What follows belongs to an exercise in optimizing a design on an open flow for small area and a short achievable clock period; a production flow would make more cautious choices.
No driver is modelled on the clock port, so clocking that relies on it looks cheaper here than on a real chip.
No activity file was given, so power comes from the tool's default toggle rates.

## spi_acl_responder
module spi_acl_responder #(
  parameter int          ADDR_W  = 6,
  parameter logic [7:0]  DEVID   = 8'hAD,
  parameter int          SYNC_FF = 2
) (
  input  logic              CLK,
  input  logic              RST,
  input  logic              SCLK,
  input  logic              SS,
  input  logic              SDI,
  output logic              SDO,
  input  logic              smp_valid,
  input  logic [7:0]        smp_x,
  input  logic [7:0]        smp_y,
  input  logic [7:0]        smp_z,
  output logic [7:0]        pwr_ctl,
  output logic              wr_stb,
  output logic [ADDR_W-1:0] wr_addr,
  output logic [7:0]        wr_data,
  output logic              frame_done,
  output logic              cmd_err
);
  localparam logic [7:0] CMD_WR = 8'h0A;
  localparam logic [7:0] CMD_RD = 8'h0B;
  localparam logic [5:0] A_DEV  = 6'h00;
  localparam logic [5:0] A_X    = 6'h08;
  localparam logic [5:0] A_Y    = 6'h09;
  localparam logic [5:0] A_Z    = 6'h0A;
  localparam logic [5:0] A_PWR  = 6'h2D;
  typedef enum logic [2:0] {
    S_IDLE, S_CMD, S_ADDR, S_WDATA, S_RDATA, S_IGNORE
  } state_t;
  state_t state, state_next;
  logic [1:0] sclk_sync, ss_sync, sdi_sync;
  logic sclk_s, ss_s, sdi_s, sclk_d, ss_d;
  logic rise, fall, ss_rise, ss_fall, active;
  logic [2:0] bit_cnt;
  logic [7:0] sr, rx_next, rx_pre, tx_next;
  logic [5:0] addr, addr_inc;
  logic       addr_bad, is_rd, got_byte, read_only;
  logic       byte_done, c_wr, c_rd, wr_ok_q, wr_en, tx_load, tx_shift, rx_shift, to_rdata;
  logic       sdo_q;
  logic [7:0] pwr_q, smp_xq, smp_yq, smp_zq;
  logic       smp_ok;
  logic [5:0] pre_addr;
  logic       pre_bad, f_dev, f_smp, f_y, f_z, f_c0, f_c1;
  logic [7:0] ld_val, smp_sel;
  logic [4:0] rot;
  logic       clr;
  logic [4:0] pa;
  logic       pa_ab, pa_rb, pa_r1, pa_rh;
  logic [7:0] tap [8];
  logic [3:0] ins, ins_hit;
  logic       stb_d;
  logic [5:0] ins_addr;
  logic [7:0] ins_data;
  logic [7:0] tap_sel;
  logic [2:0] cap_sel;
  logic       cap0, cap1;
  logic [7:0] cand0, cand1;
  assign sclk_s  = sclk_sync[1];
  assign ss_s    = ss_sync[1];
  assign sdi_s   = sdi_sync[1];
  assign rise    = sclk_s & ~sclk_d;
  assign fall    = ~sclk_s & sclk_d;
  assign ss_rise = ss_s & ~ss_d;
  assign ss_fall = ~ss_s & ss_d;
  assign active    = (state != S_IDLE) && !ss_s;
  ...
Size in the first run: ~620 flip-flops, roughly 56 I/O pins, ~0.016 sq mm of cells after synthesis.
export LEC_CHECK = 0
export ABC_AREA = 1
export ABC_CLOCK_PERIOD_IN_PS = 2200
export CAP_MARGIN = 20
export CORE_MARGIN = 2
export CORE_UTILIZATION = 65
export CTS_BUF_LIST = sky130_fd_sc_hd__clkbuf_16
export CTS_CLUSTER_DIAMETER = 60
export CTS_CLUSTER_SIZE = 30
export PLACE_DENSITY = 0.75
export SETUP_SLACK_MARGIN = 4.0
export SLEW_MARGIN = 20
create_clock -name core_clock -period 6.0 [get_ports {CLK}]
standard.sh (not shown) runs the stock make flow with config.mk's settings and CLKGATE_MAP_FILE= SYNTH_SCRIPT=/design/flow/synth_recipe.tcl, a recipe that flattens the netlist after the stock synthesis.
==> flow/flow/run.sh <==
#!/bin/bash
set -euo pipefail
export BUFFER_PORTS_ARGS="-buffer_cell sky130_fd_sc_hd__buf_2"
export CTS_ARGS="-sink_clustering_enable -repair_clock_nets -sink_clustering_size 30 -sink_clustering_max_diameter 60 -buf_list sky130_fd_sc_hd__clkbuf_16 -dont_use_dummy_load"
export POST_CTS_TCL="$PWD/flow/quad_clk.tcl"
bash standard.sh > standard.log 2>&1
Other scripts of this flow, unchanged in this note and not shown: flow/flow/quad_clk.tcl
Change:
--- a/flow/design.v
+++ b/flow/design.v
@@ -39,26 +39,26 @@
   logic [7:0] sr, rx_next, rx_pre, tx_next;
   logic [5:0] addr, addr_inc;
   logic       addr_bad, is_rd, got_byte, read_only;
   logic       byte_done, c_wr, c_rd, wr_ok_q, wr_en, tx_load, tx_shift, rx_shift, to_rdata;
   logic       sdo_q;
   logic [7:0] pwr_q, smp_xq, smp_yq, smp_zq;
   logic       smp_ok;
   logic [5:0] pre_addr;
   logic       pre_bad, f_dev, f_smp, f_y, f_z, f_c0, f_c1;
   logic [7:0] ld_val, smp_sel;
-  logic [4:0] rot;
+  logic [3:0] rot;
   logic       clr;
   logic [4:0] pa;
-  logic       pa_ab, pa_rb, pa_r1, pa_rh;
+  logic       pa_ab, pa_rb, pa_16;
   logic [7:0] tap [8];
-  logic [3:0] ins, ins_hit;
+  logic [4:0] ins, ins_hit;
   logic       stb_d;
   logic [5:0] ins_addr;
   logic [7:0] ins_data;
   logic [7:0] tap_sel;
   logic [2:0] cap_sel;
   logic       cap0, cap1;
   logic [7:0] cand0, cand1;
   assign sclk_s  = sclk_sync[1];
   assign ss_s    = ss_sync[1];
   assign sdi_s   = sdi_sync[1];
@@ -161,67 +161,67 @@
     if (smp_valid) begin
       smp_xq <= smp_x;
       smp_yq <= smp_y;
       smp_zq <= smp_z;
     end
     if (RST) smp_ok <= 1'b0;
     else if (smp_valid) smp_ok <= 1'b1;
   end
   always_ff @(posedge CLK) begin
     if (RST) begin
-      rot <= 5'd0;
+      rot <= 4'd0;
       clr <= 1'b1;
     end else begin
-      rot <= rot + 5'd1;
-      if (rot == 5'd31) clr <= 1'b0;
+      rot <= rot + 4'd1;
+      if (rot == 4'd15) clr <= 1'b0;
     end
   end
   always_ff @(posedge CLK) begin
     ins_addr <= wr_addr;
     stb_d    <= wr_en;
     if (RST) ins_data <= 8'h00;
     else     ins_data <= wr_data;
-    for (int r = 0; r < 4; r++) ins[r] <= clr || (ins_hit[r] && !stb_d);
+    for (int r = 0; r < 5; r++) ins[r] <= clr || (ins_hit[r] && !stb_d);
   end
   assign ins_hit[0] = (ins_addr[5:3] == 3'd0 && ins_addr[2:0] == rot[2:0]) ||
                       (ins_addr == 6'h0B && rot[2:0] == 3'd0);
   assign ins_hit[1] = ins_addr[5:2] == 4'b0011 && ins_addr[1:0] == rot[1:0];
-  assign ins_hit[2] = ins_addr[5:4] == 2'd1 && ins_addr[3:0] == rot[3:0];
-  assign ins_hit[3] = ins_addr[5] && ins_addr[4:0] == rot;
-  logic [63:0]  ring_a;
-  logic [31:0]  ring_b;
-  logic [127:0] ring_1;
-  logic [255:0] ring_h;
+  for (genvar k = 1; k < 4; k++) begin : g_ins
+    assign ins_hit[k+1] = ins_addr[5:4] == 2'(k) && ins_addr[3:0] == rot;
+  end
+  logic [63:0] ring_a;
+  logic [31:0] ring_b;
+  logic [127:0] ring_1, ring_2, ring_3;
   always_ff @(posedge CLK) begin
     ring_a <= {ring_a[7:0], ins[0] ? ins_data : ring_a[63:56], ring_a[55:8]};
     ring_b <= {ring_b[7:0], ins[1] ? ins_data : ring_b[31:24], ring_b[23:8]};
     ring_1 <= {ring_1[7:0], ins[2] ? ins_data : ring_1[127:120], ring_1[119:8]};
-    ring_h <= {ring_h[7:0], ins[3] ? ins_data : ring_h[255:248], ring_h[247:8]};
+    ring_2 <= {ring_2[7:0], ins[3] ? ins_data : ring_2[127:120], ring_2[119:8]};
+    ring_3 <= {ring_3[7:0], ins[4] ? ins_data : ring_3[127:120], ring_3[119:8]};
   end
   assign tap[0] = ring_a[63:56];
   assign tap[1] = ring_b[31:24];
   assign tap[2] = ring_1[127:120];
   assign tap[3] = ring_1[63:56];
-  assign tap[4] = ring_h[255:248];
-  assign tap[5] = ring_h[63:56];
-  assign tap[6] = ring_h[127:120];
-  assign tap[7] = ring_h[191:184];
+  assign tap[4] = ring_2[127:120];
+  assign tap[5] = ring_2[63:56];
+  assign tap[6] = ring_3[127:120];
+  assign tap[7] = ring_3[63:56];
   always_comb begin
     if (state == S_ADDR) pa = (bit_cnt == 3'd7) ? sr[4:0] : {sr[3:0], sdi_s};
     else                 pa = addr_inc[5:1];
   end
   assign pa_ab = pa == 5'b00101;
   assign pa_rb = pa[4:2] == 3'd1 && pa[1];
-  assign pa_r1 = pa[4:3] == 2'd1;
-  assign pa_rh = pa[4];
-  always_ff @(posedge CLK) begin
-    cap_sel <= pa_rh ? {1'b1, pa[3:2] - rot[4:3]} : pa_r1 ? {2'b01, pa[2] ^ rot[3]} : {2'd0, pa_rb};
+  assign pa_16 = pa[4:3] != 2'd0;
+  always_ff @(posedge CLK) begin
+    cap_sel <= pa_16 ? {pa[4:3], pa[2] ^ rot[3]} : {2'd0, pa_rb};
     cap0    <= pa_rb ? rot[1:0] == {pa[0], 1'b0} : rot[2:0] == {pa[1:0], 1'b0};
     cap1    <= pa_rb ? rot[1:0] == {pa[0], 1'b1} : pa_ab ? rot[2:0] == 3'd0 : rot[2:0] == {pa[1:0], 1'b1};
   end
   assign tap_sel = tap[cap_sel];
   always_ff @(posedge CLK) begin
     if (cap0) cand0 <= tap_sel;
     if (cap1) cand1 <= tap_sel;
   end
   always_ff @(posedge CLK) begin
     if (RST) begin
=> Clock power rises by about 2%. Worst setup slack gets worse by 45 ps. Utilization falls by 0.13 points. Critical path depth falls by 1. First-iteration DRC count falls by 2.0%. Register-to-register slack gets better by 180 ps.
No run of this note included a check of the RTL's function; only the layout flow was run.

## static timing again, ports no longer ideal
Ports are ideal in the flow. The routed layouts listed here were re-timed in OpenROAD. Step 1: set_driving_cell puts a clkbuf_16 on CLK and a buf_2 on each other input, an assumption about the parent block. Step 2, shift: input delay + t, output delay - t, t = (earliest + latest rising clock arrival at the registers) / 2. This alone moves slack from input paths to output paths. Slacks: ideal ports / drivers / drivers and shift; pairs: ideal ports / drivers.
run	t, ns	setup WS [ns]	hold slack, ns	pins driven straight from the clock port
the first run	0.445	3.909 / 3.805 / 3.863	0.293 / 0.293 / 0.293	4
the second run	0.437	3.864 / 3.761 / 3.764	0.296 / 0.296 / 0.296	4
After both steps setup and hold are still met in every run listed. The setup slack of the second run, which loses most, moves by -0.103 ns with the drivers and by -0.100 ns with both steps.
